Background: an optimization exercise with open tools, aiming at small area, a short achievable clock period and few clock cycles per item. Do not read the settings as production practice. Where RTL was checked, it was by simulation tests only, not by an equivalence proof against the original. Function not checked in run 3: the RTL went through the layout flow alone.

--- flow/design.v ---
package conv_pkg;
    typedef logic [4:0]                         col_addr_t;     
    typedef logic [4:0]                         band_t;
    typedef logic [4:0]                         kernel_t;
    typedef logic [8:0]                         param_addr_t;   
    typedef logic [5-1:0]                 pix_col_t;
    typedef logic signed [8-1:0]    weight_t;
    typedef logic signed [8-1:0]    bias_t;
    typedef logic signed [16-1:0]  sum_t;
    typedef logic [16-1:0]         act_t;          
    typedef enum logic [1:0] {
        SEQ_IDLE,
        SEQ_LOAD,       
        SEQ_SWEEP       
    } seq_state_t;
endpackage
module conv_decode (
    input  logic        sclk,
    input  logic        s_rst_n,
    input  logic        cal_start,
    output logic        busy,
    output logic [4:0]  col,         
    output logic [2:0]  band,
    output logic        kern,
    output logic [3:0]  paddr,       
    output logic [4:0]  pwr,         
    output logic        tag_vld      
);
    logic        act;            
    logic        act_d;
    logic        kern_d;
    logic        start;
    logic        last_col;
    logic        t0, t1;
    logic [2:0]  psi, psi_d;
    assign start    = cal_start & ~busy;
    assign last_col = (col == 5'(28 - 1));
    assign t0       = act & (col >= 5'(5 - 1));
    assign psi_d    = (psi == 3'd0) ? 3'd4 : psi - 3'd1;
    always_comb begin
        kern_d = kern;
        act_d  = act | start;
        if (act && last_col && band == 3'(8 - 1)) begin
            kern_d = ~kern;
            if (kern)
                act_d = 1'b0;
        end
    end
    always_ff @(posedge sclk or negedge s_rst_n) begin
        if (!s_rst_n) begin
            act   <= 1'b0;
            col   <= '0;
            band  <= '0;
            kern  <= 1'b0;
            psi   <= '0;
            paddr <= '0;
        end else begin
            act   <= act_d;
            kern  <= kern_d;
            psi   <= psi_d;
            paddr <= (kern_d ? 4'd5 : 4'd0) + 4'(psi_d);
            if (act) begin
                if (last_col) begin
                    col  <= '0;
                    band <= band + 3'd1;     
                end else begin
                    col <= col + 5'd1;
                end
            end else if (start) begin
                col <= 5'd1;
            end
        end
    end
    always_ff @(posedge sclk) begin
        for (int q = 0; q < 5; q++)
            pwr[q] <= (psi == 3'(5 - 1 - q));
    end
    always_ff @(posedge sclk or negedge s_rst_n) begin
        if (!s_rst_n) begin
            t1      <= 1'b0;
            tag_vld <= 1'b0;
            busy    <= 1'b0;
        end else begin
            t1      <= t0;
            tag_vld <= t1;
            busy    <= act_d | t0 | t1 | tag_vld;
        end
    end
endmodule
module conv_execute (
    input  logic                sclk,
    input  conv_pkg::pix_col_t  col_data,
    input  conv_pkg::weight_t   param_w_h0,
    input  conv_pkg::weight_t   param_w_h1,
    input  conv_pkg::weight_t   param_w_h2,
    input  conv_pkg::weight_t   param_w_h3,
    input  conv_pkg::weight_t   param_w_h4,
    input  conv_pkg::bias_t     param_bias,
    input  logic [4:0]          pwr,         
    output logic signed [12:0]  sum
);
    logic [5-1:0][5-1:0][7:0] w;    
    logic [5-1:0][5-1:0]      p;    
    logic [7:0]  b;
    logic [12:0] ra, rb;
    always_ff @(posedge sclk) begin
        w <= {w[5-2:0], {param_w_h4, param_w_h3, param_w_h2, param_w_h1, param_w_h0}};
        b <= param_bias;
    end
    for (genvar q = 0; q < 5; q++) begin : g_slot
        always_ff @(posedge sclk) begin
            if (pwr[q])
                p[q] <= col_data;
        end
    end
    logic t1, t2, t3, t4, t5, t6, t7, t8, t9, t10, t11, t12, t13, t14, t15, t16, t17, t18, t19, t20, t21, t22, t23, t24, t25, t26, t27, t28, t29, t30, t31, t32, t33, t34, t35, t36, t37, t38, t39, t40, t41, t42, t43, t44, t45, t46, t47, t48, t49, t50, t51, t52, t53, t54, t55, t56, t57, t58, t59, t60, t61, t62, t63, t64, t65, t66, t67, t68, t69, t70, t71, t72, t73, t74, t75, t76, t77, t78, t79, t80, t81, t82, t83, t84, t85, t86, t87, t88, t89, t90, t91, t92, t93, t94, t95, t96, t97, t98, t99, t100, t101, t102, t103, t104, t105, t106, t107, t108, t109, t110, t111, t112, t113, t114, t115, t116, t117, t118, t119, t120, t121, t122, t123, t124, t125, t126, t127, t128, t129, t130, t131, t132, t133, t134, t135, t136, t137, t138, t139, t140, t141, t142, t143, t144, t145, t146, t147, t148, t149, t150, t151, t152, t153, t154, t155, t156, t157, t158, t159, t160, t161, t162, t163, t164, t165, t166, t167, t168, t169, t170, t171, t172, t173, t174, t175, t176, t177, t178, t179, t180, t181, t182, t183, t184, t185, t186, t187, t188, t189, t190, t191, t192, t193, t194, t195, t196, t197, t198, t199, t200, t201, t202, t203, t204, t205, t206, t207, t208, t209, t210, t211, t212, t213, t214, t215, t216, t217, t218, t219, t220, t221, t222, t223, t224, t225, t226, t227, t228, t229, t230, t231, t232, t233, t234, t235, t236, t237, t238, t239, t240, t241, t242, t243, t244, t245, t246, t247, t248, t249, t250, t251, t252, t253, t254, t255, t256, t257, t258, t259, t260, t261, t262, t263, t264, t265, t266, t267, t268, t269, t270, t271, t272, t273, t274, t275, t276, t277, t278, t279, t280, t281, t282, t283, t284, t285, t286, t287, t288, t289, t290, t291, t292, t293, t294, t295, t296, t297, t298, t299, t300, t301, t302, t303, t304, t305, t306, t307, t308, t309, t310, t311, t312, t313, t314, t315, t316, t317, t318, t319, t320, t321, t322, t323, t324, t325, t326, t327, t328, t329, t330, t331, t332, t333, t334, t335, t336, t337, t338, t339, t340, t341, t342, t343, t344, t345, t346, t347, t348, t349, t350, t351, t352, t353, t354, t355, t356, t357, t358, t359, t360, t361, t362, t363, t364, t365, t366, t367, t368, t369, t370, t371, t372, t373, t374, t375, t376, t377, t378, t379, t380, t381, t382, t383, t384, t385, t386, t387, t388, t389, t390, t391, t392, t393, t394, t395, t396, t397, t398;
    assign {t2, t1} = {1'b0, (p[0][0] & w[0][0][0])} + {1'b0, (p[0][1] & w[0][1][0])} + {1'b0, (p[0][2] & w[0][2][0])};
    assign {t4, t3} = {1'b0, (p[0][3] & w[0][3][0])} + {1'b0, (p[0][4] & w[0][4][0])} + {1'b0, (p[1][0] & w[1][0][0])};
    assign {t6, t5} = {1'b0, (p[1][1] & w[1][1][0])} + {1'b0, (p[1][2] & w[1][2][0])} + {1'b0, (p[1][3] & w[1][3][0])};
    assign t7 = (p[1][4] & w[1][4][0]) ^ (p[2][0] & w[2][0][0]);
    assign t8 = (p[1][4] & w[1][4][0]) & (p[2][0] & w[2][0][0]);
    assign {t10, t9} = {1'b0, (p[0][0] & w[0][0][1])} + {1'b0, (p[0][1] & w[0][1][1])} + {1'b0, (p[0][2] & w[0][2][1])};
    assign {t12, t11} = {1'b0, (p[0][3] & w[0][3][1])} + {1'b0, (p[0][4] & w[0][4][1])} + {1'b0, (p[1][0] & w[1][0][1])};
    assign {t14, t13} = {1'b0, (p[1][1] & w[1][1][1])} + {1'b0, (p[1][2] & w[1][2][1])} + {1'b0, (p[1][3] & w[1][3][1])};
    assign {t16, t15} = {1'b0, (p[1][4] & w[1][4][1])} + {1'b0, (p[2][0] & w[2][0][1])} + {1'b0, (p[2][1] & w[2][1][1])};
    assign {t18, t17} = {1'b0, (p[2][2] & w[2][2][1])} + {1'b0, (p[2][3] & w[2][3][1])} + {1'b0, (p[2][4] & w[2][4][1])};
    assign t19 = (p[3][0] & w[3][0][1]) ^ (p[3][1] & w[3][1][1]);
    assign t20 = (p[3][0] & w[3][0][1]) & (p[3][1] & w[3][1][1]);
    assign {t22, t21} = {1'b0, (p[0][0] & w[0][0][2])} + {1'b0, (p[0][1] & w[0][1][2])} + {1'b0, (p[0][2] & w[0][2][2])};
    assign {t24, t23} = {1'b0, (p[0][3] & w[0][3][2])} + {1'b0, (p[0][4] & w[0][4][2])} + {1'b0, (p[1][0] & w[1][0][2])};
    assign {t26, t25} = {1'b0, (p[1][1] & w[1][1][2])} + {1'b0, (p[1][2] & w[1][2][2])} + {1'b0, (p[1][3] & w[1][3][2])};
    assign {t28, t27} = {1'b0, (p[1][4] & w[1][4][2])} + {1'b0, (p[2][0] & w[2][0][2])} + {1'b0, (p[2][1] & w[2][1][2])};
    assign {t30, t29} = {1'b0, (p[2][2] & w[2][2][2])} + {1'b0, (p[2][3] & w[2][3][2])} + {1'b0, (p[2][4] & w[2][4][2])};
    assign {t32, t31} = {1'b0, (p[3][0] & w[3][0][2])} + {1'b0, (p[3][1] & w[3][1][2])} + {1'b0, (p[3][2] & w[3][2][2])};
    assign t33 = (p[3][3] & w[3][3][2]) ^ (p[3][4] & w[3][4][2]);
    assign t34 = (p[3][3] & w[3][3][2]) & (p[3][4] & w[3][4][2]);
    assign {t36, t35} = {1'b0, (p[0][0] & w[0][0][3])} + {1'b0, (p[0][1] & w[0][1][3])} + {1'b0, (p[0][2] & w[0][2][3])};
    assign {t38, t37} = {1'b0, (p[0][3] & w[0][3][3])} + {1'b0, (p[0][4] & w[0][4][3])} + {1'b0, (p[1][0] & w[1][0][3])};
    assign {t40, t39} = {1'b0, (p[1][1] & w[1][1][3])} + {1'b0, (p[1][2] & w[1][2][3])} + {1'b0, (p[1][3] & w[1][3][3])};
    assign {t42, t41} = {1'b0, (p[1][4] & w[1][4][3])} + {1'b0, (p[2][0] & w[2][0][3])} + {1'b0, (p[2][1] & w[2][1][3])};
    assign {t44, t43} = {1'b0, (p[2][2] & w[2][2][3])} + {1'b0, (p[2][3] & w[2][3][3])} + {1'b0, (p[2][4] & w[2][4][3])};
    assign {t46, t45} = {1'b0, (p[3][0] & w[3][0][3])} + {1'b0, (p[3][1] & w[3][1][3])} + {1'b0, (p[3][2] & w[3][2][3])};
    assign {t48, t47} = {1'b0, (p[3][3] & w[3][3][3])} + {1'b0, (p[3][4] & w[3][4][3])} + {1'b0, (p[4][0] & w[4][0][3])};
    assign {t50, t49} = {1'b0, (p[0][0] & w[0][0][4])} + {1'b0, (p[0][1] & w[0][1][4])} + {1'b0, (p[0][2] & w[0][2][4])};
    assign {t52, t51} = {1'b0, (p[0][3] & w[0][3][4])} + {1'b0, (p[0][4] & w[0][4][4])} + {1'b0, (p[1][0] & w[1][0][4])};
    assign {t54, t53} = {1'b0, (p[1][1] & w[1][1][4])} + {1'b0, (p[1][2] & w[1][2][4])} + {1'b0, (p[1][3] & w[1][3][4])};
    assign {t56, t55} = {1'b0, (p[1][4] & w[1][4][4])} + {1'b0, (p[2][0] & w[2][0][4])} + {1'b0, (p[2][1] & w[2][1][4])};
    assign {t58, t57} = {1'b0, (p[2][2] & w[2][2][4])} + {1'b0, (p[2][3] & w[2][3][4])} + {1'b0, (p[2][4] & w[2][4][4])};
    assign {t60, t59} = {1'b0, (p[3][0] & w[3][0][4])} + {1'b0, (p[3][1] & w[3][1][4])} + {1'b0, (p[3][2] & w[3][2][4])};
    assign {t62, t61} = {1'b0, (p[3][3] & w[3][3][4])} + {1'b0, (p[3][4] & w[3][4][4])} + {1'b0, (p[4][0] & w[4][0][4])};
    assign {t64, t63} = {1'b0, (p[0][0] & w[0][0][5])} + {1'b0, (p[0][1] & w[0][1][5])} + {1'b0, (p[0][2] & w[0][2][5])};
    assign {t66, t65} = {1'b0, (p[0][3] & w[0][3][5])} + {1'b0, (p[0][4] & w[0][4][5])} + {1'b0, (p[1][0] & w[1][0][5])};
    assign {t68, t67} = {1'b0, (p[1][1] & w[1][1][5])} + {1'b0, (p[1][2] & w[1][2][5])} + {1'b0, (p[1][3] & w[1][3][5])};
    assign {t70, t69} = {1'b0, (p[1][4] & w[1][4][5])} + {1'b0, (p[2][0] & w[2][0][5])} + {1'b0, (p[2][1] & w[2][1][5])};
    assign {t72, t71} = {1'b0, (p[2][2] & w[2][2][5])} + {1'b0, (p[2][3] & w[2][3][5])} + {1'b0, (p[2][4] & w[2][4][5])};
    assign {t74, t73} = {1'b0, (p[3][0] & w[3][0][5])} + {1'b0, (p[3][1] & w[3][1][5])} + {1'b0, (p[3][2] & w[3][2][5])};
    assign {t76, t75} = {1'b0, (p[3][3] & w[3][3][5])} + {1'b0, (p[3][4] & w[3][4][5])} + {1'b0, (p[4][0] & w[4][0][5])};
    assign {t78, t77} = {1'b0, (p[0][0] & w[0][0][6])} + {1'b0, (p[0][1] & w[0][1][6])} + {1'b0, (p[0][2] & w[0][2][6])};
    assign {t80, t79} = {1'b0, (p[0][3] & w[0][3][6])} + {1'b0, (p[0][4] & w[0][4][6])} + {1'b0, (p[1][0] & w[1][0][6])};
    assign {t82, t81} = {1'b0, (p[1][1] & w[1][1][6])} + {1'b0, (p[1][2] & w[1][2][6])} + {1'b0, (p[1][3] & w[1][3][6])};
    assign {t84, t83} = {1'b0, (p[1][4] & w[1][4][6])} + {1'b0, (p[2][0] & w[2][0][6])} + {1'b0, (p[2][1] & w[2][1][6])};
    assign {t86, t85} = {1'b0, (p[2][2] & w[2][2][6])} + {1'b0, (p[2][3] & w[2][3][6])} + {1'b0, (p[2][4] & w[2][4][6])};
    assign {t88, t87} = {1'b0, (p[3][0] & w[3][0][6])} + {1'b0, (p[3][1] & w[3][1][6])} + {1'b0, (p[3][2] & w[3][2][6])};
    assign {t90, t89} = {1'b0, (p[3][3] & w[3][3][6])} + {1'b0, (p[3][4] & w[3][4][6])} + {1'b0, (p[4][0] & w[4][0][6])};
    assign {t92, t91} = {1'b0, ~(p[0][0] & w[0][0][7])} + {1'b0, ~(p[0][1] & w[0][1][7])} + {1'b0, ~(p[0][2] & w[0][2][7])};
    assign {t94, t93} = {1'b0, ~(p[0][3] & w[0][3][7])} + {1'b0, ~(p[0][4] & w[0][4][7])} + {1'b0, ~(p[1][0] & w[1][0][7])};
    assign {t96, t95} = {1'b0, ~(p[1][1] & w[1][1][7])} + {1'b0, ~(p[1][2] & w[1][2][7])} + {1'b0, ~(p[1][3] & w[1][3][7])};
    assign {t98, t97} = {1'b0, ~(p[1][4] & w[1][4][7])} + {1'b0, ~(p[2][0] & w[2][0][7])} + {1'b0, ~(p[2][1] & w[2][1][7])};
    assign {t100, t99} = {1'b0, ~(p[2][2] & w[2][2][7])} + {1'b0, ~(p[2][3] & w[2][3][7])} + {1'b0, ~(p[2][4] & w[2][4][7])};
    assign {t102, t101} = {1'b0, ~(p[3][0] & w[3][0][7])} + {1'b0, ~(p[3][1] & w[3][1][7])} + {1'b0, ~(p[3][2] & w[3][2][7])};
    assign {t104, t103} = {1'b0, ~(p[3][3] & w[3][3][7])} + {1'b0, ~(p[3][4] & w[3][4][7])} + {1'b0, ~(p[4][0] & w[4][0][7])};
    assign {t106, t105} = {1'b0, t1} + {1'b0, t3} + {1'b0, t5};
    assign {t108, t107} = {1'b0, t7} + {1'b0, (p[2][1] & w[2][1][0])} + {1'b0, (p[2][2] & w[2][2][0])};
    assign {t110, t109} = {1'b0, (p[2][3] & w[2][3][0])} + {1'b0, (p[2][4] & w[2][4][0])} + {1'b0, (p[3][0] & w[3][0][0])};
    assign {t112, t111} = {1'b0, t2} + {1'b0, t4} + {1'b0, t6};
    assign {t114, t113} = {1'b0, t8} + {1'b0, t9} + {1'b0, t11};
    assign {t116, t115} = {1'b0, t13} + {1'b0, t15} + {1'b0, t17};
    assign {t118, t117} = {1'b0, t19} + {1'b0, (p[3][2] & w[3][2][1])} + {1'b0, (p[3][3] & w[3][3][1])};
    assign t119 = (p[3][4] & w[3][4][1]) ^ (p[4][0] & w[4][0][1]);
    assign t120 = (p[3][4] & w[3][4][1]) & (p[4][0] & w[4][0][1]);
    assign {t122, t121} = {1'b0, t10} + {1'b0, t12} + {1'b0, t14};
    assign {t124, t123} = {1'b0, t16} + {1'b0, t18} + {1'b0, t20};
    assign {t126, t125} = {1'b0, t21} + {1'b0, t23} + {1'b0, t25};
    assign {t128, t127} = {1'b0, t27} + {1'b0, t29} + {1'b0, t31};
    assign {t130, t129} = {1'b0, t33} + {1'b0, (p[4][0] & w[4][0][2])} + {1'b0, (p[4][1] & w[4][1][2])};
    assign t131 = (p[4][2] & w[4][2][2]) ^ (p[4][3] & w[4][3][2]);
    assign t132 = (p[4][2] & w[4][2][2]) & (p[4][3] & w[4][3][2]);
    assign {t134, t133} = {1'b0, t22} + {1'b0, t24} + {1'b0, t26};
    assign {t136, t135} = {1'b0, t28} + {1'b0, t30} + {1'b0, t32};
    assign {t138, t137} = {1'b0, t34} + {1'b0, t35} + {1'b0, t37};
    assign {t140, t139} = {1'b0, t39} + {1'b0, t41} + {1'b0, t43};
    assign {t142, t141} = {1'b0, t45} + {1'b0, t47} + {1'b0, (p[4][1] & w[4][1][3])};
    assign {t144, t143} = {1'b0, (p[4][2] & w[4][2][3])} + {1'b0, (p[4][3] & w[4][3][3])} + {1'b0, (p[4][4] & w[4][4][3])};
    assign {t146, t145} = {1'b0, t36} + {1'b0, t38} + {1'b0, t40};
    assign {t148, t147} = {1'b0, t42} + {1'b0, t44} + {1'b0, t46};
    assign {t150, t149} = {1'b0, t48} + {1'b0, t49} + {1'b0, t51};
    assign {t152, t151} = {1'b0, t53} + {1'b0, t55} + {1'b0, t57};
    assign {t154, t153} = {1'b0, t59} + {1'b0, t61} + {1'b0, (p[4][1] & w[4][1][4])};
    assign {t156, t155} = {1'b0, (p[4][2] & w[4][2][4])} + {1'b0, (p[4][3] & w[4][3][4])} + {1'b0, (p[4][4] & w[4][4][4])};
    assign {t158, t157} = {1'b0, t50} + {1'b0, t52} + {1'b0, t54};
    assign {t160, t159} = {1'b0, t56} + {1'b0, t58} + {1'b0, t60};
    assign {t162, t161} = {1'b0, t62} + {1'b0, t63} + {1'b0, t65};
    assign {t164, t163} = {1'b0, t67} + {1'b0, t69} + {1'b0, t71};
    assign {t166, t165} = {1'b0, t73} + {1'b0, t75} + {1'b0, (p[4][1] & w[4][1][5])};
    assign {t168, t167} = {1'b0, (p[4][2] & w[4][2][5])} + {1'b0, (p[4][3] & w[4][3][5])} + {1'b0, (p[4][4] & w[4][4][5])};
    assign {t170, t169} = {1'b0, t64} + {1'b0, t66} + {1'b0, t68};
    assign {t172, t171} = {1'b0, t70} + {1'b0, t72} + {1'b0, t74};
    assign {t174, t173} = {1'b0, t76} + {1'b0, t77} + {1'b0, t79};
    assign {t176, t175} = {1'b0, t81} + {1'b0, t83} + {1'b0, t85};
    assign {t178, t177} = {1'b0, t87} + {1'b0, t89} + {1'b0, (p[4][1] & w[4][1][6])};
    assign {t180, t179} = {1'b0, (p[4][2] & w[4][2][6])} + {1'b0, (p[4][3] & w[4][3][6])} + {1'b0, (p[4][4] & w[4][4][6])};
    assign {t182, t181} = {1'b0, t78} + {1'b0, t80} + {1'b0, t82};
    assign {t184, t183} = {1'b0, t84} + {1'b0, t86} + {1'b0, t88};
    assign {t186, t185} = {1'b0, t90} + {1'b0, t91} + {1'b0, t93};
    assign {t188, t187} = {1'b0, t95} + {1'b0, t97} + {1'b0, t99};
    assign {t190, t189} = {1'b0, t101} + {1'b0, t103} + {1'b0, ~(p[4][1] & w[4][1][7])};
    assign {t192, t191} = {1'b0, ~(p[4][2] & w[4][2][7])} + {1'b0, ~(p[4][3] & w[4][3][7])} + {1'b0, ~(p[4][4] & w[4][4][7])};
    assign t193 = t92 ^ t94;
    assign t194 = t92 & t94;
    assign {t196, t195} = {1'b0, t105} + {1'b0, t107} + {1'b0, t109};
    assign {t198, t197} = {1'b0, (p[3][1] & w[3][1][0])} + {1'b0, (p[3][2] & w[3][2][0])} + {1'b0, (p[3][3] & w[3][3][0])};
    assign {t200, t199} = {1'b0, t106} + {1'b0, t108} + {1'b0, t110};
    assign {t202, t201} = {1'b0, t111} + {1'b0, t113} + {1'b0, t115};
    assign {t204, t203} = {1'b0, t117} + {1'b0, t119} + {1'b0, (p[4][1] & w[4][1][1])};
    assign {t206, t205} = {1'b0, t112} + {1'b0, t114} + {1'b0, t116};
    assign {t208, t207} = {1'b0, t118} + {1'b0, t120} + {1'b0, t121};
    assign {t210, t209} = {1'b0, t123} + {1'b0, t125} + {1'b0, t127};
    assign t211 = t129 ^ t131;
    assign t212 = t129 & t131;
    assign {t214, t213} = {1'b0, t122} + {1'b0, t124} + {1'b0, t126};
    assign {t216, t215} = {1'b0, t128} + {1'b0, t130} + {1'b0, t132};
    assign {t218, t217} = {1'b0, t133} + {1'b0, t135} + {1'b0, t137};
    assign {t220, t219} = {1'b0, t139} + {1'b0, t141} + {1'b0, t143};
    assign {t222, t221} = {1'b0, t134} + {1'b0, t136} + {1'b0, t138};
    assign {t224, t223} = {1'b0, t140} + {1'b0, t142} + {1'b0, t144};
    assign {t226, t225} = {1'b0, t145} + {1'b0, t147} + {1'b0, t149};
    assign {t228, t227} = {1'b0, t151} + {1'b0, t153} + {1'b0, t155};
    assign {t230, t229} = {1'b0, t146} + {1'b0, t148} + {1'b0, t150};
    assign {t232, t231} = {1'b0, t152} + {1'b0, t154} + {1'b0, t156};
    assign {t234, t233} = {1'b0, t157} + {1'b0, t159} + {1'b0, t161};
    assign {t236, t235} = {1'b0, t163} + {1'b0, t165} + {1'b0, t167};
    assign {t238, t237} = {1'b0, t158} + {1'b0, t160} + {1'b0, t162};
    assign {t240, t239} = {1'b0, t164} + {1'b0, t166} + {1'b0, t168};
    assign {t242, t241} = {1'b0, t169} + {1'b0, t171} + {1'b0, t173};
    assign {t244, t243} = {1'b0, t175} + {1'b0, t177} + {1'b0, t179};
    assign {t246, t245} = {1'b0, t170} + {1'b0, t172} + {1'b0, t174};
    assign {t248, t247} = {1'b0, t176} + {1'b0, t178} + {1'b0, t180};
    assign {t250, t249} = {1'b0, t181} + {1'b0, t183} + {1'b0, t185};
    assign {t252, t251} = {1'b0, t187} + {1'b0, t189} + {1'b0, t191};
    assign {t254, t253} = {1'b0, t182} + {1'b0, t184} + {1'b0, t186};
    assign {t256, t255} = {1'b0, t188} + {1'b0, t190} + {1'b0, t192};
    assign {t258, t257} = {1'b0, t193} + {1'b0, t96} + {1'b0, t98};
    assign {t260, t259} = {1'b0, t100} + {1'b0, t102} + {1'b0, t104};
    assign {t262, t261} = {1'b0, t195} + {1'b0, t197} + {1'b0, (p[3][4] & w[3][4][0])};
    assign t263 = (p[4][0] & w[4][0][0]) ^ (p[4][1] & w[4][1][0]);
    assign t264 = (p[4][0] & w[4][0][0]) & (p[4][1] & w[4][1][0]);
    assign {t266, t265} = {1'b0, t196} + {1'b0, t198} + {1'b0, t199};
    assign {t268, t267} = {1'b0, t201} + {1'b0, t203} + {1'b0, (p[4][2] & w[4][2][1])};
    assign t269 = (p[4][3] & w[4][3][1]) ^ (p[4][4] & w[4][4][1]);
    assign t270 = (p[4][3] & w[4][3][1]) & (p[4][4] & w[4][4][1]);
    assign {t272, t271} = {1'b0, t200} + {1'b0, t202} + {1'b0, t204};
    assign {t274, t273} = {1'b0, t205} + {1'b0, t207} + {1'b0, t209};
    assign {t276, t275} = {1'b0, t211} + {1'b0, (p[4][4] & w[4][4][2])} + {1'b0, b[2]};
    assign {t278, t277} = {1'b0, t206} + {1'b0, t208} + {1'b0, t210};
    assign {t280, t279} = {1'b0, t212} + {1'b0, t213} + {1'b0, t215};
    assign {t282, t281} = {1'b0, t217} + {1'b0, t219} + {1'b0, b[3]};
    assign {t284, t283} = {1'b0, t214} + {1'b0, t216} + {1'b0, t218};
    assign {t286, t285} = {1'b0, t220} + {1'b0, t221} + {1'b0, t223};
    assign {t288, t287} = {1'b0, t225} + {1'b0, t227} + {1'b0, b[4]};
    assign {t290, t289} = {1'b0, t222} + {1'b0, t224} + {1'b0, t226};
    assign {t292, t291} = {1'b0, t228} + {1'b0, t229} + {1'b0, t231};
    assign {t294, t293} = {1'b0, t233} + {1'b0, t235} + {1'b0, b[5]};
    assign {t296, t295} = {1'b0, t230} + {1'b0, t232} + {1'b0, t234};
    assign {t298, t297} = {1'b0, t236} + {1'b0, t237} + {1'b0, t239};
    assign {t300, t299} = {1'b0, t241} + {1'b0, t243} + {1'b0, b[6]};
    assign {t302, t301} = {1'b0, t238} + {1'b0, t240} + {1'b0, t242};
    assign {t304, t303} = {1'b0, t244} + {1'b0, t245} + {1'b0, t247};
    assign {t306, t305} = {1'b0, t249} + {1'b0, t251} + {1'b0, ~b[7]};
    assign {t308, t307} = {1'b0, t246} + {1'b0, t248} + {1'b0, t250};
    assign {t310, t309} = {1'b0, t252} + {1'b0, t253} + {1'b0, t255};
    assign {t312, t311} = {1'b0, t257} + {1'b0, t259} + {1'b0, 1'b1};
    assign {t314, t313} = {1'b0, t254} + {1'b0, t256} + {1'b0, t258};
    assign t315 = t260 ^ t194;
    assign t316 = t260 & t194;
    assign {t318, t317} = {1'b0, t261} + {1'b0, t263} + {1'b0, (p[4][2] & w[4][2][0])};
    assign {t320, t319} = {1'b0, t262} + {1'b0, t264} + {1'b0, t265};
    assign t321 = t267 ^ t269;
    assign t322 = t267 & t269;
    assign {t324, t323} = {1'b0, t266} + {1'b0, t268} + {1'b0, t270};
    assign {t326, t325} = {1'b0, t271} + {1'b0, t273} + {1'b0, t275};
    assign {t328, t327} = {1'b0, t272} + {1'b0, t274} + {1'b0, t276};
    assign {t330, t329} = {1'b0, t277} + {1'b0, t279} + {1'b0, t281};
    assign {t332, t331} = {1'b0, t278} + {1'b0, t280} + {1'b0, t282};
    assign {t334, t333} = {1'b0, t283} + {1'b0, t285} + {1'b0, t287};
    assign {t336, t335} = {1'b0, t284} + {1'b0, t286} + {1'b0, t288};
    assign {t338, t337} = {1'b0, t289} + {1'b0, t291} + {1'b0, t293};
    assign {t340, t339} = {1'b0, t290} + {1'b0, t292} + {1'b0, t294};
    assign {t342, t341} = {1'b0, t295} + {1'b0, t297} + {1'b0, t299};
    assign {t344, t343} = {1'b0, t296} + {1'b0, t298} + {1'b0, t300};
    assign {t346, t345} = {1'b0, t301} + {1'b0, t303} + {1'b0, t305};
    assign {t348, t347} = {1'b0, t302} + {1'b0, t304} + {1'b0, t306};
    assign {t350, t349} = {1'b0, t307} + {1'b0, t309} + {1'b0, t311};
    assign {t352, t351} = {1'b0, t308} + {1'b0, t310} + {1'b0, t312};
    assign {t354, t353} = {1'b0, t313} + {1'b0, t315} + {1'b0, 1'b1};
    assign t355 = t317 ^ (p[4][3] & w[4][3][0]);
    assign t356 = t317 & (p[4][3] & w[4][3][0]);
    assign {t358, t357} = {1'b0, t318} + {1'b0, t319} + {1'b0, t321};
    assign {t360, t359} = {1'b0, t320} + {1'b0, t322} + {1'b0, t323};
    assign {t362, t361} = {1'b0, t324} + {1'b0, t326} + {1'b0, t327};
    assign {t364, t363} = {1'b0, t328} + {1'b0, t330} + {1'b0, t331};
    assign {t366, t365} = {1'b0, t332} + {1'b0, t334} + {1'b0, t335};
    assign {t368, t367} = {1'b0, t336} + {1'b0, t338} + {1'b0, t339};
    assign {t370, t369} = {1'b0, t340} + {1'b0, t342} + {1'b0, t343};
    assign {t372, t371} = {1'b0, t344} + {1'b0, t346} + {1'b0, t347};
    assign {t374, t373} = {1'b0, t348} + {1'b0, t350} + {1'b0, t351};
    assign {t376, t375} = {1'b0, t352} + {1'b0, t354} + {1'b0, t314};
    assign t377 = t355 ^ (p[4][4] & w[4][4][0]);
    assign t378 = t355 & (p[4][4] & w[4][4][0]);
    assign {t380, t379} = {1'b0, t356} + {1'b0, t357} + {1'b0, b[1]};
    assign {t382, t381} = {1'b0, t358} + {1'b0, t359} + {1'b0, t325};
    assign {t384, t383} = {1'b0, t360} + {1'b0, t361} + {1'b0, t329};
    assign {t386, t385} = {1'b0, t362} + {1'b0, t363} + {1'b0, t333};
    assign {t388, t387} = {1'b0, t364} + {1'b0, t365} + {1'b0, t337};
    assign {t390, t389} = {1'b0, t366} + {1'b0, t367} + {1'b0, t341};
    assign {t392, t391} = {1'b0, t368} + {1'b0, t369} + {1'b0, t345};
    assign {t394, t393} = {1'b0, t370} + {1'b0, t371} + {1'b0, t349};
    assign {t396, t395} = {1'b0, t372} + {1'b0, t373} + {1'b0, t353};
    assign {t398, t397} = {1'b0, t374} + {1'b0, t375} + {1'b0, t316};
    assign ra = {1'b1, t398, t396, t394, t392, t390, t388, t386, t384, t382, t380, t378, t377};
    assign rb = {1'b0, t376, t397, t395, t393, t391, t389, t387, t385, t383, t381, t379, b[0]};
    assign sum = ra + rb;
endmodule
module conv_result (
    input  logic                sclk,
    input  logic                s_rst_n,
    input  logic signed [12:0]  sum,
    input  logic                tag_vld,
    output logic [11:0]         act,
    output logic                act_vld
);
    always_ff @(posedge sclk) begin
        act <= sum[12] ? 12'd0 : 12'(sum);
    end
    always_ff @(posedge sclk or negedge s_rst_n) begin
        if (!s_rst_n)
            act_vld <= 1'b0;
        else
            act_vld <= tag_vld;
    end
endmodule
module conv_top (
    input  logic                   sclk,
    input  logic                   s_rst_n,
    input  logic                   cal_start,
    output logic                   busy,
    output conv_pkg::col_addr_t    data_rd_addr,
    output conv_pkg::band_t        row_cnt,
    input  conv_pkg::pix_col_t     col_data,
    output conv_pkg::param_addr_t  param_rd_addr,
    input  conv_pkg::weight_t      param_w_h0,
    input  conv_pkg::weight_t      param_w_h1,
    input  conv_pkg::weight_t      param_w_h2,
    input  conv_pkg::weight_t      param_w_h3,
    input  conv_pkg::weight_t      param_w_h4,
    output conv_pkg::kernel_t      bias_rd_addr,
    input  conv_pkg::bias_t        param_bias,
    output conv_pkg::act_t         conv_rslt_act,
    output logic                   conv_rslt_act_vld
);
    logic [2:0]          band;
    logic                kern;
    logic [3:0]          paddr;
    logic [4:0]          pwr;
    logic                tag_vld;
    logic signed [12:0]  sum;
    logic [11:0]         act;
    assign row_cnt       = {2'b0, band};
    assign param_rd_addr = {5'b0, paddr};
    assign bias_rd_addr  = {4'b0, kern};
    assign conv_rslt_act = {4'b0, act};
    conv_decode u_decode (
        .sclk      (sclk),
        .s_rst_n   (s_rst_n),
        .cal_start (cal_start),
        .busy      (busy),
        .col       (data_rd_addr),
        .band      (band),
        .kern      (kern),
        .paddr     (paddr),
        .pwr       (pwr),
        .tag_vld   (tag_vld)
    );
    conv_execute u_execute (
        .sclk       (sclk),
        .col_data   (col_data),
        .param_w_h0 (param_w_h0),
        .param_w_h1 (param_w_h1),
        .param_w_h2 (param_w_h2),
        .param_w_h3 (param_w_h3),
        .param_w_h4 (param_w_h4),
        .param_bias (param_bias),
        .pwr        (pwr),
        .sum        (sum)
    );
    conv_result u_result (
        .sclk    (sclk),
        .s_rst_n (s_rst_n),
        .sum     (sum),
        .tag_vld (tag_vld),
        .act     (act),
        .act_vld (conv_rslt_act_vld)
    );
endmodule
--- flow/flow/run.sh ---
#!/bin/bash
# Standard synthesis, then flow/polarity.py drops the inverters that
# synthesis leaves between full adders (a full adder is self-dual, so an fa
# cell may work on inverted signals), then the standard layout from the
# edited netlist, with port buffers of a fixed cell. Make output goes to
# standard_*.log here, each tool's own log to orfs/logs.
set -euo pipefail
R=$PWD/orfs/results/sky130hd/conv_top/base
KN=("BUFFER_PORTS_ARGS=-buffer_cell sky130_fd_sc_hd__buf_2")
if [[ -f flow/knobs.txt ]]; then
  while read -r line; do [[ -n "$line" ]] && KN+=("$line"); done < flow/knobs.txt
fi
bash standard.sh "${KN[@]}" "$R/1_2_yosys.v" > standard_synth.log 2>&1
cp "$R/1_2_yosys.v" "$R/1_2_yosys_std.v"
python3 flow/polarity.py "$R/1_2_yosys_std.v" "$R/1_2_yosys.v" > polarity.log 2>&1
bash standard.sh "${KN[@]}" finish > standard.log 2>&1
--- flow/flow/polarity.py ---
#!/usr/bin/env python3
"""Removes inverters between full adders in a mapped netlist.

A full adder is self-dual: FA(~a, ~b, ~c) = (~cout, ~sum). Synthesis leaves
many inverters between sky130 fa cells; choosing for each fa cell whether it
works on inverted signals lets most of them go. Only plain inv cells whose
nets are internal are touched; everything else keeps its connections.

usage: polarity.py IN.v OUT.v
"""
import re
import sys
from collections import defaultdict

src = open(sys.argv[1]).read()
mod_start = src.index("module ")
body_start = src.index(";", mod_start) + 1
end = src.rindex("endmodule")
head, body, tail = src[:body_start], src[body_start:end], src[end:]

port_names = set()
for m in re.finditer(r"^\s*(input|output|inout)\s+(\[[^\]]*\]\s*)?(\w+)\s*;", body, re.M):
    port_names.add(m.group(3))

cell_re = re.compile(r"^\s*(sky130_fd_sc_hd__\w+)\s+(\S+)\s*\((.*?)\);\s*$", re.S | re.M)
pin_re = re.compile(r"\.(\w+)\(([^()]*)\)")

cells = []
for m in cell_re.finditer(body):
    pins = [(p, n.strip()) for p, n in pin_re.findall(m.group(3))]
    cells.append({"type": m.group(1), "name": m.group(2), "pins": pins, "span": m.span()})

OUTP = {"X", "Y", "Q", "Q_N", "SUM", "COUT", "HI", "LO"}

def is_port_net(n):
    base = n.split("[")[0].strip()
    return base in port_names

def is_inv(c):
    return re.match(r"sky130_fd_sc_hd__inv_\d+$", c["type"]) is not None

driver = {}
loads = defaultdict(list)
for i, c in enumerate(cells):
    for p, n in c["pins"]:
        if p in OUTP:
            driver[n] = (i, p)
        else:
            loads[n].append((i, p))

# inverters we may remove: internal in and out
inv_ok = set()
for i, c in enumerate(cells):
    if is_inv(c):
        d = dict(c["pins"])
        a, y = d["A"], d["Y"]
        if not is_port_net(a) and not is_port_net(y) and a in driver and not re.match(r"^1'", a):
            inv_ok.add(i)

# a logical signal is a net driven by something other than a removable
# inverter; resolve every net to (signal net, inversion)
def resolve(n):
    inv = 0
    seen = 0
    while n in driver and driver[n][0] in inv_ok and seen < 100:
        n = dict(cells[driver[n][0]]["pins"])["A"]
        inv ^= 1
        seen += 1
    return n, inv

fa_cells = [i for i, c in enumerate(cells) if re.match(r"sky130_fd_sc_hd__fa_\d+$", c["type"])]
# an and2 can become a nand2 and back: its output polarity is free
AND_CELLS = {"sky130_fd_sc_hd__and2_1": 0, "sky130_fd_sc_hd__nand2_1": 1}
AREA = {0: 6.256, 1: 3.7536}
INV_AREA = 3.7536
free_and = {}
for i, c in enumerate(cells):
    if c["type"] in AND_CELLS:
        d = dict(c["pins"])
        outp = "X" if AND_CELLS[c["type"]] == 0 else "Y"
        if set(d) == {"A", "B", outp} and not is_port_net(d[outp]):
            free_and[d[outp]] = i
fa_set = set(fa_cells)
FA_IN = ("A", "B", "CIN")
FA_OUT = ("COUT", "SUM")

# requirements: signal -> list of (load cell, pin, required polarity relative to signal)
req = defaultdict(list)
for i, c in enumerate(cells):
    if i in inv_ok:
        continue
    for p, n in c["pins"]:
        if p in OUTP:
            continue
        s, inv = resolve(n)
        if s in free_and:
            # requirements of a free AND are relative to AND(a, b)
            inv ^= AND_CELLS[cells[free_and[s]]["type"]]
        req[s].append((i, p, inv))
# nets that are ports and driven through removable inverters are excluded above,
# so port loads need no handling: a port net is never an inverter's output here.

flip = {i: 0 for i in fa_cells}

def reqs(s):
    out = set()
    for (i, p, inv) in req[s]:
        out.add(inv ^ (flip[i] if (i in fa_set and p in FA_IN) else 0))
    return out

def and_choice(s):
    rs = reqs(s)
    best = None
    for pol in (1, 0):
        a = AREA[pol] + (INV_AREA if any(r != pol for r in rs) else 0)
        if best is None or a < best[0]:
            best = (a, pol)
    return best

def sig_pol(s):
    if s in free_and:
        return and_choice(s)[1]
    if s in driver and driver[s][0] in fa_set:
        return flip[driver[s][0]]
    return 0

def sig_cost(s):
    if s in free_and:
        return and_choice(s)[0]
    pol = sig_pol(s)
    return INV_AREA if any(r != pol for r in reqs(s)) else 0

def touched(i):
    c = cells[i]
    ss = set()
    for p, n in c["pins"]:
        if p in FA_IN:
            ss.add(resolve(n)[0])
        elif p in FA_OUT:
            ss.add(n)
    return ss

total = sum(sig_cost(s) for s in list(req))
start_total = total
improved = True
rounds = 0
while improved and rounds < 50:
    improved = False
    rounds += 1
    for i in fa_cells:
        ss = touched(i)
        before = sum(sig_cost(s) for s in ss)
        flip[i] ^= 1
        after = sum(sig_cost(s) for s in ss)
        if after < before:
            total += after - before
            improved = True
        else:
            flip[i] ^= 1

def total_cost():
    return sum(sig_cost(s) for s in list(req))

# escape local minima: random restarts of the greedy search from perturbed
# states, keeping the best (deterministic seed)
import random
rng = random.Random(1)
def greedy():
    tot = sum(sig_cost(s) for s in list(req))
    imp = True
    while imp:
        imp = False
        for i in fa_cells:
            ss = touched(i)
            b = sum(sig_cost(s) for s in ss)
            flip[i] ^= 1
            a = sum(sig_cost(s) for s in ss)
            if a < b or (a == b and rng.random() < 0.3):
                tot += a - b
                imp = imp or a < b
            else:
                flip[i] ^= 1
    return tot
best = dict(flip)
best_total = sum(sig_cost(s) for s in list(req))
for it in range(int(__import__("os").environ.get("POL_ITERS", "300"))):
    flip.update(best)
    for i in rng.sample(fa_cells, max(1, len(fa_cells) // 10)):
        flip[i] ^= 1
    t = greedy()
    if t < best_total:
        best_total = t
        best = dict(flip)
flip.update(best)

# rebuild: signals needing an inverted copy get one inverter each
need_inv = {}
k = 0
for s in list(req):
    if any(r != sig_pol(s) for r in reqs(s)):
        k += 1
        need_inv[s] = f"pol_n{k}"

def esc(n):
    # escaped identifiers end at white space
    return n + " " if n.startswith("\\") else n

def net_for(s, r):
    return s if r == sig_pol(s) else need_inv[s]

new_cells_txt = []
for i, c in enumerate(cells):
    if i in inv_ok:
        continue
    pins = []
    ctype = c["type"]
    d = dict(c["pins"])
    and_out = next((n for p, n in c["pins"] if p in OUTP and n in free_and and free_and[n] == i), None)
    if and_out is not None:
        ctype = "sky130_fd_sc_hd__nand2_1" if sig_pol(and_out) else "sky130_fd_sc_hd__and2_1"
    for p, n in c["pins"]:
        if p in OUTP:
            if and_out is not None:
                p = "Y" if sig_pol(and_out) else "X"
            pins.append((p, n))
        else:
            s, inv = resolve(n)
            if s in free_and:
                inv ^= AND_CELLS[cells[free_and[s]]["type"]]
            r = inv ^ (flip[i] if (i in fa_set and p in FA_IN) else 0)
            pins.append((p, net_for(s, r)))
    txt = "  %s %s (\n%s\n  );" % (ctype, c["name"], ",\n".join(f"    .{p}({esc(n)})" for p, n in pins))
    new_cells_txt.append(txt)
for s, nn in need_inv.items():
    new_cells_txt.append("  sky130_fd_sc_hd__inv_1 pol_inv_%s (\n    .A(%s),\n    .Y(%s)\n  );" % (nn[5:], esc(s), nn))

# keep declarations, drop old cell text
decl = cell_re.sub("", body)
decl = re.sub(r"\n\s*\n+", "\n", decl)
wires = "".join(f"  wire {nn};\n" for nn in need_inv.values())
out = head + decl + wires + "\n".join(new_cells_txt) + "\n" + tail
open(sys.argv[2], "w").write(out)
print(f"polarity: {len(inv_ok)} removable inverters, {len(fa_cells)} fa cells, "
      f"{len(free_and)} and/nand cells, {sum(flip.values())} flipped, "
      f"inverters {len(inv_ok)} -> {len(need_inv)}, "
      f"nand2 {sum(1 for x in free_and if sig_pol(x))}, area of inverters and ands {start_total:.1f} -> {total_cost():.1f}")
--- flow/standard.sh ---
#!/bin/bash
# synth_recipe.tcl (not shown) runs the flow's synth.tcl, then flattens the netlist and writes it again
# the make line also repeats each setting of config.mk as NAME=value (left out here)
make -C /OpenROAD-flow-scripts/flow DESIGN_CONFIG=/design/flow/config.mk WORK_HOME=/design/flow/orfs CLKGATE_MAP_FILE= SYNTH_SCRIPT=/design/flow/synth_recipe.tcl "${@:-finish}"
--- flow/config.mk ---
export PLATFORM = sky130hd
export DESIGN_NAME = conv_top
export DESIGN_NICKNAME = conv_top
export VERILOG_FILES = /design/flow/design.v
export SDC_FILE = /design/flow/constraint.sdc
export NUM_CORES = 4
export LEC_CHECK = 0
export CAP_MARGIN = 20
export CORE_MARGIN = 2
export CORE_UTILIZATION = 40
export CTS_BUF_LIST = sky130_fd_sc_hd__clkbuf_8
export CTS_CLUSTER_DIAMETER = 60
export CTS_CLUSTER_SIZE = 16
export SLEW_MARGIN = 20
--- flow/constraint.sdc ---
create_clock -name core_clock -period 28.0 [get_ports {sclk}]
set_input_delay 5.6000 -clock core_clock [delete_from_list [all_inputs] [get_ports {sclk}]]
set_output_delay 5.6000 -clock core_clock [all_outputs]
set_load 0.01 [all_outputs]
==> results.cfg, run 1 <==
[critical_path]
crit_path_start_kind = flop
criticalPathCategory = reg -> out
slowest_stage = dfrtp_1
crit_arrival_ns = 1.24
slowest_delay_ns = 0.49
critical_path.max_fanout = 7
crit_path_cell_trace = buf_2
worst_setup_path_end_kind = output pin
path_delay_family = flip-flops
path_buf_inv = 1
crit_required_ns = 22.40

[timing]
fin_hold_ws_ns = 0.341
hold_viol_final = 0
skew_ns = 0.0301
period_share_pct = 24.4
fin_tns_setup_ns = 0
grt_setup_unrepaired = false
slew_violations = 0
setup_violations = 0
period_minus_slack_ns = 6.84
tightest_slew_ns = 0.610
fmax_mhz = 146
relSlewSlack_pct = 59.3

[flow_run]
maxCapViolations = 0

[place]
gp_congestion = 0.832
hpwlAfterDp_mm = 18.3
port-buffer-count = 82

[global_routing]
grt_use_total_pct = 16.3
antenna_found_initial = 0
gr-total-overflow = 0
grt_pass1_vias = 6958
grt_max_degree = 22
grt_pass1_wl_mm = 37.8

[routing]
vias = 6227
vias_per_cell = 4.51
drc = 0
routed_wl_mm = 24.1
wire_per_inst_um = 17.4
drt_iter0_drc = 377
drt_pre_antenna_iters = 4
ant_nets = 0

[clock_tree]
clock_latency_ns = 0.57
cts_sinks = 271
cts_root_buf = clkbuf_8
cts_buffers = 25
htree_num_levels = 1
holdBufCountCts = 0
post_cts_resized = 0
path_clk_slew_ns = 0.11
clockBufferDepth = 3
cts_tree = built
post-cts-setup-buffers = 0

[floorplan]
die_width_um = 176
die_y_um = 176
io_pins = 98
num_rows = 62
start_util_pct = 40.8
die-area_um2 = 30900
coreArea_um2 = 28900

[yosys]
ys_warn_count = 3
avgSynthCellArea_um2 = 13.5
syn_area_um2 = 11800
syn_inst = 874

[outcome]
status = timing/DRC/antenna clean

[finish]
drive_above_1_share_pct = 13.2
area_growth_pct = 11.8
n_antenna_cell = 0
num-fill-cells = 2674
fin_nets = 1256

[hold_path]
hp-class = reg -> reg
[sequential cells by signal, indices dropped and copies added (netlist names)]
name / count
u_execute.b: 8
u_decode.band: 3
u_decode.busy: 1
u_decode.kern: 1
u_execute.w: 200
u_decode.col: 5
u_decode.t1: 1
u_decode.psi: 3
u_execute.p: 25
u_decode.act: 1
u_decode.paddr: 4
u_result.act_vld: 1
u_result.act: 12
u_decode.pwr: 5
u_decode.tag_vld: 1
[placed cells by master, fill, tap and decap left out, types with 2 or more instances in the layout]
cell	count
a2111oi_2	2
a21o_1	4
a21oi_1	13
a22o_1	2
a31oi_1	2
and2_1	19
and3_1	2
buf_2	82
bufinv_16	3
clkbuf_8	27
conb_1	15
dfrtp_1	21
dfxtp_1	225
edfxtp_1	25
fa_1	185
ha_1	36
inv_1	63
inv_6	2
inv_8	2
mux2_2	2
mux2i_1	3
nand2_1	197
nand3_1	3
nand4_1	2
nor2_1	10
nor2_4	2
nor2b_1	4
nor3_1	6
nor3b_1	4
o21a_1	3
o21ai_0	5
xnor2_1	4
xor2_1	5
[cell type report]
cell class	instances	area, µm²	area share [%]
Clock buffer	27	372	2.82
Sequential cell	271	5780	43.9
Inverter	56	210	1.60
Tap cell	384	480	3.65
Timing Repair Buffer	82	410	3.12
Clock inverter	18	201	1.53
Multi-Input combinational cell	543	5720	43.4
[metrics by stage]
stage | setup slack (ns) | area, µm² | utilization, % | std cells
floorplan | 21.49 | 11800 | - | 888
global placement | 21.31 | 12600 | 43.7 | 1336
detailed placement | 21.26 | 12600 | 43.7 | 1336
CTS | 21.11 | 13200 | 45.7 | 1381
global route | 21.08 | 13200 | 45.7 | 1381
finish | 21.16 | 13200 | 45.7 | 1381
[worst register-to-register path, cell delays in order (launching register included)]
cell and delay, ns:
edfxtp_1 0.74, nand2_1 0.17, fa_1 0.55, fa_1 0.48, fa_1 0.51, fa_1 0.55
inv_1 0.06, fa_1 0.55, fa_1 0.44, fa_1 0.50, fa_1 0.48, a21o_1 0.20
a221oi_2 0.38, nor3b_2 0.13, nor2_4 0.24, nor3_1 0.09
[worst paths after layout]
path | cells past startpoint | to | slack (ns) | startpoint
max in group asynchronous | 1 | u_decode.col[2] | 22.69 | s_rst_n
min reg2reg | 0 | u_execute.w[42] | 0.34 | u_execute.w[2]
max reg2reg | 15 | u_result.act[7] | 21.82 | u_execute.p[8]
min in group asynchronous | 1 | u_decode.paddr[1] | 4.97 | s_rst_n
max | 1 | data_rd_addr[3] | 21.16 | u_decode.col[3]
min | 0 | u_execute.w[42] | 0.34 | u_execute.w[2]
[routing by layer]
layer | up-vias | global-route usage [%] | routed length, µm
li1 | 2920 | - | -
met1 | 3099 | 23.0 | 10600
met2 | 177 | 25.9 | 11000
met3 | 31 | 3.77 | 1980
met4 | 0 | 3.72 | 476
met5 | - | 0 | 0
Testbench counts, summed over its fixed seeds: cycles 21,648, results 18,432.
==> run 2: changes to the inputs <==
--- a/flow/config.mk
+++ b/flow/config.mk
@@ -9,6 +9,6 @@
 export CORE_MARGIN = 2
 export CORE_UTILIZATION = 40
-export CTS_BUF_LIST = sky130_fd_sc_hd__clkbuf_8
-export CTS_CLUSTER_DIAMETER = 60
-export CTS_CLUSTER_SIZE = 16
+export CTS_BUF_LIST = sky130_fd_sc_hd__clkbuf_16
+export CTS_CLUSTER_DIAMETER = 100
+export CTS_CLUSTER_SIZE = 30
 export SLEW_MARGIN = 20
==> run 2 against run 1 <==
Clock skew shrank 0.0050 ns. Critical endpoint unchanged. Via count shrank 0.31%. Clock-buffer cell count shrank 12. Area after synthesis is the same. Largest cell class unchanged. Utilization shrank 0.39 points. Global-route usage shrank 0.091 points. Synthesized cell count is the same. Cell count shrank 1.6%. Register-to-register slack is essentially flat.
==> results.cfg, run 2 <==
[outcome]
status = timing/DRC/antenna clean

[floorplan]
start_util_pct = 40.8
die-area_um2 = 30900
die_y_um = 176
coreArea_um2 = 28900
num_rows = 62
die_width_um = 176
io_pins = 98

[global_routing]
gr-total-overflow = 0
grt_use_total_pct = 16.2
grt_pass1_vias = 6802
antenna_found_initial = 0
grt_max_degree = 32
grt_pass1_wl_mm = 37.5

[timing]
hold_viol_final = 0
fin_tns_setup_ns = 0
fin_hold_ws_ns = 0.334
fmax_mhz = 147
grt_setup_unrepaired = false
slew_violations = 0
tightest_slew_ns = 0.640
skew_ns = 0.0251
period_share_pct = 24.3
relSlewSlack_pct = 57.3
setup_violations = 0
period_minus_slack_ns = 6.79

[critical_path]
worst_setup_path_end_kind = output pin
slowest_stage = dfrtp_1
crit_path_cell_trace = buf_2
critical_path.max_fanout = 7
path_delay_family = flip-flops
crit_required_ns = 22.40
slowest_delay_ns = 0.50
criticalPathCategory = reg -> out
crit_arrival_ns = 1.19
crit_path_start_kind = flop
path_buf_inv = 1

[routing]
wire_per_inst_um = 17.7
ant_nets = 0
routed_wl_mm = 24.0
vias_per_cell = 4.57
drt_iter0_drc = 313
drc = 0
vias = 6208
drt_pre_antenna_iters = 5

[clock_tree]
clock_latency_ns = 0.51
path_clk_slew_ns = 0.11
cts_buffers = 14
cts_root_buf = clkbuf_16
cts_tree = built
clockBufferDepth = 3
cts_sinks = 271
post_cts_resized = 0
post-cts-setup-buffers = 0
holdBufCountCts = 0
htree_num_levels = 1

[yosys]
syn_inst = 874
syn_area_um2 = 11800
ys_warn_count = 3
avgSynthCellArea_um2 = 13.5

[place]
port-buffer-count = 82
hpwlAfterDp_mm = 18.3
gp_congestion = 0.832
place_inst = 1336

[finish]
area_growth_pct = 10.8
fin_nets = 1245
largest_reg_flops = 200
layout_common_cells = dfxtp_1 (225), nand2_1 (197), fa_1 (185), buf_2 (82), inv_1 (60)
regMostFlops = u_execute.w
drive_above_1_share_pct = 11.6
num-fill-cells = 2678
finalNonFillerCells = 1359
n_antenna_cell = 0
final_core_util_pct = 45.3
largestRegisters = u_execute.w x200, u_execute.p x25, u_result.act x12
layout_commonest_cell = dfxtp_1

[flow_run]
maxCapViolations = 0

[hold_path]
hp-class = reg -> reg
## run 2: worst paths after layout
path	from	endpoint	slack, ns	cells after the start
worst max-delay path	u_decode.col[3]	data_rd_addr[3]	21.21	1
worst min-delay path	u_execute.w[94]	u_execute.w[134]	0.33	0
worst max register to register	u_execute.p[6]	u_result.act[7]	21.81	15
worst min register to register	u_execute.w[94]	u_execute.w[134]	0.33	0
max in group asynchronous	s_rst_n	u_decode.col[0]	22.63	1
min in group asynchronous	s_rst_n	u_decode.band[0]	5.02	1
## run 2: cell type report
class | count | area, µm² | area share (%)
Clock inverter | 8 | 86.3 | 0.661
Clock buffer | 15 | 375 | 2.87
Inverter | 56 | 210 | 1.61
Multi-Input combinational cell | 543 | 5720 | 43.8
Sequential cell | 271 | 5780 | 44.3
Tap cell | 384 | 480 | 3.68
Timing Repair Buffer | 82 | 410 | 3.14
## run 2: metal layers
layer  global-route usage (%)  up-vias  wire length (µm)
li1                         -     2886                 -
met3                     3.14       30              1610
met4                     3.55        0               460
met5                        0        -                 0
met1                     23.4     3137             11100
met2                     25.7      155             10800
## run 2: through the flow
stage | area (µm²) | setup slack (ns)
after global routing | 13100 | 21.16
after CTS | 13100 | 21.19
after global placement | 12600 | 21.31
after detailed placement | 12600 | 21.26
final | 13100 | 21.21
after floorplan | 11800 | 21.49
==> run 3: changes to the inputs <==
--- a/flow/design.v
+++ b/flow/design.v
@@ -28,22 +28,20 @@
 );
     logic        act;            
-    logic        act_d;
-    logic        kern_d;
+    logic        go;             
     logic        start;
     logic        last_col;
+    logic        kern_d;
     logic        t0, t1;
-    logic [2:0]  psi, psi_d;
+    logic [2:0]  psi, psi_d, psi_p;
     assign start    = cal_start & ~busy;
     assign last_col = (col == 5'(28 - 1));
     assign t0       = act & (col >= 5'(5 - 1));
+    assign go       = act & ~(last_col && band == 3'(8 - 1) && kern);
+    assign kern_d   = (act && last_col && band == 3'(8 - 1)) ? ~kern : kern;
+    assign psi      = kern ? 3'(paddr - 4'd5) : 3'(paddr);
     assign psi_d    = (psi == 3'd0) ? 3'd4 : psi - 3'd1;
-    always_comb begin
-        kern_d = kern;
-        act_d  = act | start;
-        if (act && last_col && band == 3'(8 - 1)) begin
-            kern_d = ~kern;
-            if (kern)
-                act_d = 1'b0;
-        end
+    assign psi_p    = (psi == 3'd4) ? 3'd0 : psi + 3'd1;     
+    for (genvar q = 0; q < 5; q++) begin : g_pwr
+        assign pwr[q] = (psi_p == 3'(5 - 1 - q));
     end
     always_ff @(posedge sclk or negedge s_rst_n) begin
@@ -53,10 +51,8 @@
             band  <= '0;
             kern  <= 1'b0;
-            psi   <= '0;
-            paddr <= '0;
+            paddr <= 4'd4;
         end else begin
-            act   <= act_d;
+            act   <= go | start;
             kern  <= kern_d;
-            psi   <= psi_d;
             paddr <= (kern_d ? 4'd5 : 4'd0) + 4'(psi_d);
             if (act) begin
@@ -67,13 +63,9 @@
                     col <= col + 5'd1;
                 end
-            end else if (start) begin
-                col <= 5'd1;
+            end else begin
+                col <= {4'd0, start};
             end
         end
     end
-    always_ff @(posedge sclk) begin
-        for (int q = 0; q < 5; q++)
-            pwr[q] <= (psi == 3'(5 - 1 - q));
-    end
     always_ff @(posedge sclk or negedge s_rst_n) begin
         if (!s_rst_n) begin
@@ -84,5 +76,5 @@
             t1      <= t0;
             tag_vld <= t1;
-            busy    <= act_d | t0 | t1 | tag_vld;
+            busy    <= start | go | t0 | t1 | tag_vld;
         end
     end
==> run 3 against run 2 <==
Area after synthesis is 1.1% lower. Non-clock buffer count stayed put. Critical path depth stayed put. Clock-buffer cell count stayed put. Largest cell class is now multi-input gates.
==> results.cfg, run 3 <==
[outcome]
status = timing/DRC/antenna clean

[timing]
period_minus_slack_ns = 6.83
fmax_mhz = 146
period_share_pct = 24.4
hold_viol_final = 0
tightest_slew_ns = 1.10
fin_tns_setup_ns = 0
skew_ns = 0.0189
slew_violations = 0
setup_violations = 0
grt_setup_unrepaired = false
fin_ws_ns = 21.17
relSlewSlack_pct = 26.2

[place]
gp_congestion = 0.839
port-buffer-count = 82
hpwlAfterDp_mm = 19.6
place_worst_setup_slack_ns = 21.59
place_inst = 1331

[finish]
drive_above_1_share_pct = 11.9
layout_common_cells = dfxtp_1 (220), nand2_1 (192), fa_1 (185), buf_2 (82), inv_1 (62)
n_antenna_cell = 0
largestRegisters = u_execute.w x200, u_execute.p x25, u_result.act x12
multi_input_comb_area_um2 = 5750
finalNonFillerCells = 1354
num-fill-cells = 2633
largest_reg_flops = 200
area_growth_pct = 10.9
final_core_util_pct = 45.1
layout_commonest_cell = dfxtp_1
regArea_um2 = 5610
regMostFlops = u_execute.w
fin_nets = 1242

[critical_path]
worst_setup_path_end_kind = output pin
startpoint = u_decode.paddr[2]
criticalPathCategory = reg -> out
critical_path.max_fanout = 2
crit_required_ns = 22.40
path_buf_inv = 1
path_delay_family = flip-flops
crit_path_cell_trace = buf_2
slowest_delay_ns = 0.59
crit_arrival_ns = 1.23
crit_path_start_kind = flop
slowest_stage = dfstp_2
rr_startpoint = u_execute.p[8]

[clock_tree]
clock_latency_ns = 0.50
cts_root_buf = clkbuf_16
post-cts-setup-buffers = 0
cts_sinks = 263
post_cts_resized = 0
holdBufCountCts = 0
cts_tree = built
clockBufferDepth = 3
cts_buffers = 14
path_clk_slew_ns = 0.11
htree_num_levels = 1

[routing]
vias_per_cell = 4.50
drt_iter0_drc = 380
ant_nets = 0
wire_per_inst_um = 17.4
wl_met1_mm = 10.9
dr_wl_met3_mm = 1.66
routed_wl_mm = 23.6
vias = 6087
drt_pre_antenna_iters = 5
maxUsedRoutingLayer = met4
dr_wl_met2_mm = 10.6
drc = 0

[floorplan]
die_width_um = 175
coreArea_um2 = 28700
die-area_um2 = 30500
start_util_pct = 40.6
io_pins = 98
die_y_um = 175
num_rows = 62

[hold_path]
worstHoldStart = u_execute.w[5]
hp-class = reg -> reg

[global_routing]
grt_use_total_pct = 16.1
grt_pass1_vias = 6668
antenna_found_initial = 0
grt_pass1_wl_mm = 37.5
grt_max_degree = 32
gr-total-overflow = 0

[flow_run]
maxCapViolations = 0

[yosys]
syn_inst = 870
ys_warn_count = 3
avgSynthCellArea_um2 = 13.4
syn_area_um2 = 11700
-- run 3: worst paths after layout --
check / end / slack, ns / depth (start not counted)
setup / recovery: param_rd_addr[2] / 21.17 / 1
setup reg to reg: u_result.act[10] / 21.70 / 15
hold reg to reg: u_execute.w[45] / 0.34 / 0
max in group asynchronous: u_decode.paddr[2] / 22.67 / 1
min in group asynchronous: u_decode.band[0] / 5.01 / 1
hold / removal: u_execute.w[45] / 0.34 / 0
-- run 3: cell type report --
class	instances	share of cell area, %
timing repair buffer	82	3.17
multi-input combinational	543	44.4
clock buffer	15	2.90
clock inverter	8	0.754
tap	384	3.71
inverter	59	1.71
sequential	263	43.3
-- run 3: routing by layer --
layer | vias to the layer above | GRT usage, %
li1 | 2875 | -
met1 | 3013 | 23.0
met2 | 170 | 25.3
met3 | 29 | 3.55
met4 | 0 | 3.65
met5 | - | 0
-- run 3: stage by stage --
stage	area [µm²]	hold WS (ns)
floorplan	11700	0.324
global placement	12500	0.331
detailed placement	12500	0.335
CTS	12900	0.345
global route	12900	0.347
finish	12900	0.341
==> run 4: changes to the inputs <==
--- a/flow/design.v
+++ b/flow/design.v
@@ -51,5 +51,5 @@
             band  <= '0;
             kern  <= 1'b0;
-            paddr <= 4'd4;
+            paddr <= '0;
         end else begin
             act   <= go | start;
==> flow/flow/knobs.txt (new file) <==
SETUP_SLACK_MARGIN=21.6
==> run 4 against run 3 <==
Still clean. Via count rose by 2.3%. Die area barely moved. Critical path type unchanged. Cell area rose by 2.0%. Largest cell class unchanged. Clock-buffer cell count did not move. Clock skew rose by 0.015 ns.
==> results.cfg, run 4 <==
[finish]
largestRegisters = u_execute.w x200, u_execute.p x25, u_result.act x12
layout_commonest_cell = dfxtp_1
largest_reg_flops = 200
drive_above_1_share_pct = 14.2
layout_common_cells = dfxtp_1 (219), nand2_1 (192), fa_1 (185), buf_2 (76), inv_1 (64)
finalInstanceArea_um2 = 13200
fin_nets = 1265
n_antenna_cell = 0
area_growth_pct = 13.2
regMostFlops = u_execute.w

[yosys]
avgSynthCellArea_um2 = 13.4
syn_inst = 870
syn_area_um2 = 11700
ys_warn_count = 3

[routing]
drt_pre_antenna_iters = 5
wire_per_inst_um = 17.6
ant_nets = 0
vias = 6224
drc = 0
routed_wl_mm = 24.3
vias_per_cell = 4.51
drt_iter0_drc = 370

[timing]
fin_hold_ws_ns = 0.333
grt_setup_unrepaired = true
fmax_mhz = 150
hold_viol_final = 0
setup_violations = 0
period_minus_slack_ns = 6.68
relSlewSlack_pct = 22.2
fin_ws_ns = 21.32
period_share_pct = 23.9
slew_violations = 0
tightest_slew_ns = 1.16
skew_ns = 0.0340
fin_tns_setup_ns = 0

[critical_path]
r2r_end = u_result.act[3]
crit_path_cell_trace = buf_6
crit_arrival_ns = 1.08
path_delay_family = flip-flops
path_buf_inv = 1
critical_path.max_fanout = 2
slowest_delay_ns = 0.43
crit_required_ns = 22.40
crit_path_start_kind = flop
slowest_stage = dfrtp_1
r2r_slack_ns = 21.84
worst_setup_path_end_kind = output pin
rr_worst_depth = 15
rr_startpoint = u_execute.p[14]
criticalPathCategory = reg -> out

[floorplan]
die_width_um = 175
num_rows = 62
die_y_um = 175
die-area_um2 = 30500
io_pins = 98
coreArea_um2 = 28700
start_util_pct = 40.6

[outcome]
status = timing/DRC/antenna clean

[clock_tree]
cts_buffers = 15
cts_tree = built
clock_latency_ns = 0.52
clockBufferDepth = 3
cts_sinks = 263
htree_num_levels = 1
holdBufCountCts = 0
path_clk_slew_ns = 0.11
cts_root_buf = clkbuf_16

[global_routing]
grt_pass1_wl_mm = 37.9
grt_max_degree = 32
grt_pass1_vias = 6802
gr-total-overflow = 0
grt_use_total_pct = 16.3
antenna_found_initial = 0

[place]
place_worst_setup_slack_ns = 21.59
port-buffer-count = 82
place_area_um2 = 12500
hpwlAfterDp_mm = 19.6
gp_congestion = 0.856

[hold_path]
min_to = u_execute.w[45]
whs_path_depth = 0
worstHoldStart = u_execute.w[5]
hp-class = reg -> reg

[flow_run]
maxCapViolations = 0
[run 4: what timing repair did]
| item | in CTS | in global routing |
|---|---|---|
| setup buffers | 11 | 11 |
| cloned | 0 | 0 |
| pin swaps | 0 | 0 |
| setup endpoints to repair | 27 | 39 |
| resized for setup | 6 | 5 |
[run 4: worst max path at each step]
stage | startpoint | end | slack [ns] | cells past startpoint
2_1_floorplan | cal_start | u_decode.busy | 21.75 | 3
3_3_place_gp | cal_start | u_decode.busy | 21.62 | 4
3_5_place_dp | cal_start | u_decode.busy | 21.59 | 4
4_1_cts | u_decode.kern | bias_rd_addr[0] | 21.31 | 1
5_1_grt | u_decode.band[0] | row_cnt[0] | 21.27 | 1
6_report | u_decode.band[0] | row_cnt[0] | 21.32 | 1
[run 4: layout make-up]
| cell class | instances | area [µm²] |
|---|---|---|
| fill | 2603 | 15500 |
| multi-input combinational | 543 | 5760 |
| sequential | 263 | 5610 |
| timing repair buffer | 104 | 613 |
| tap | 384 | 480 |
| clock buffer | 15 | 375 |
| inverter | 59 | 221 |
| clock inverter | 11 | 144 |
[run 4: through the flow]
stage          util (%)  cells
6_report           46.0   1379
3_5_place_dp       43.4   1331
5_1_grt            46.0   1379
3_3_place_gp       43.4   1331
2_1_floorplan         -    884
4_1_cts            45.6   1368
[run 4: metal layers]
| metal | wire length (µm) | up-vias | share of wire [%] | global-route usage (%) |
|---|---|---|---|---|
| met2 | 11100 | 149 | 46 | 26.3 |
| met1 | 11300 | 3137 | 46 | 22.7 |
| met4 | 428 | 0 | 1.8 | 3.54 |
| li1 | - | 2913 | - | - |
| met3 | 1440 | 25 | 5.9 | 3.72 |
| met5 | 0 | - | 0 | 0 |
Testbench counts of run 4, summed over its fixed seeds: cycles 21,648, results 18,432.

[what the ideal ports hide]
The results above use ideal ports. As a check the final layouts listed here were re-extracted and re-timed, cells and wires unchanged.
Step 1 assumes that a clkbuf_16 drives the clock port and a buf_2 every other input.
Step 2, shift: input delay + t, output delay - t, t = (earliest + latest rising clock arrival at the registers) / 2. This alone moves slack from input paths to output paths.
Three values: ideal, step 1, step 2; two values: the first two.
run	t (ns)	slack for setup (ns)	clock arrival spread, ns	worst register clock-pin slew, ns	pins driven straight from the clock port
run 1	0.601	21.165 / 21.120 / 21.278	0.032 / 0.031	0.11 / 0.11	1
run 2	0.542	21.209 / 21.162 / 21.289	0.026 / 0.026	0.11 / 0.11	1
run 3	0.542	21.167 / 21.115 / 21.621	0.022 / 0.022	0.11 / 0.11	1
run 4	0.555	21.318 / 21.269 / 21.629	0.034 / 0.034	0.12 / 0.12	1
After both steps setup and hold are still met in every run listed.
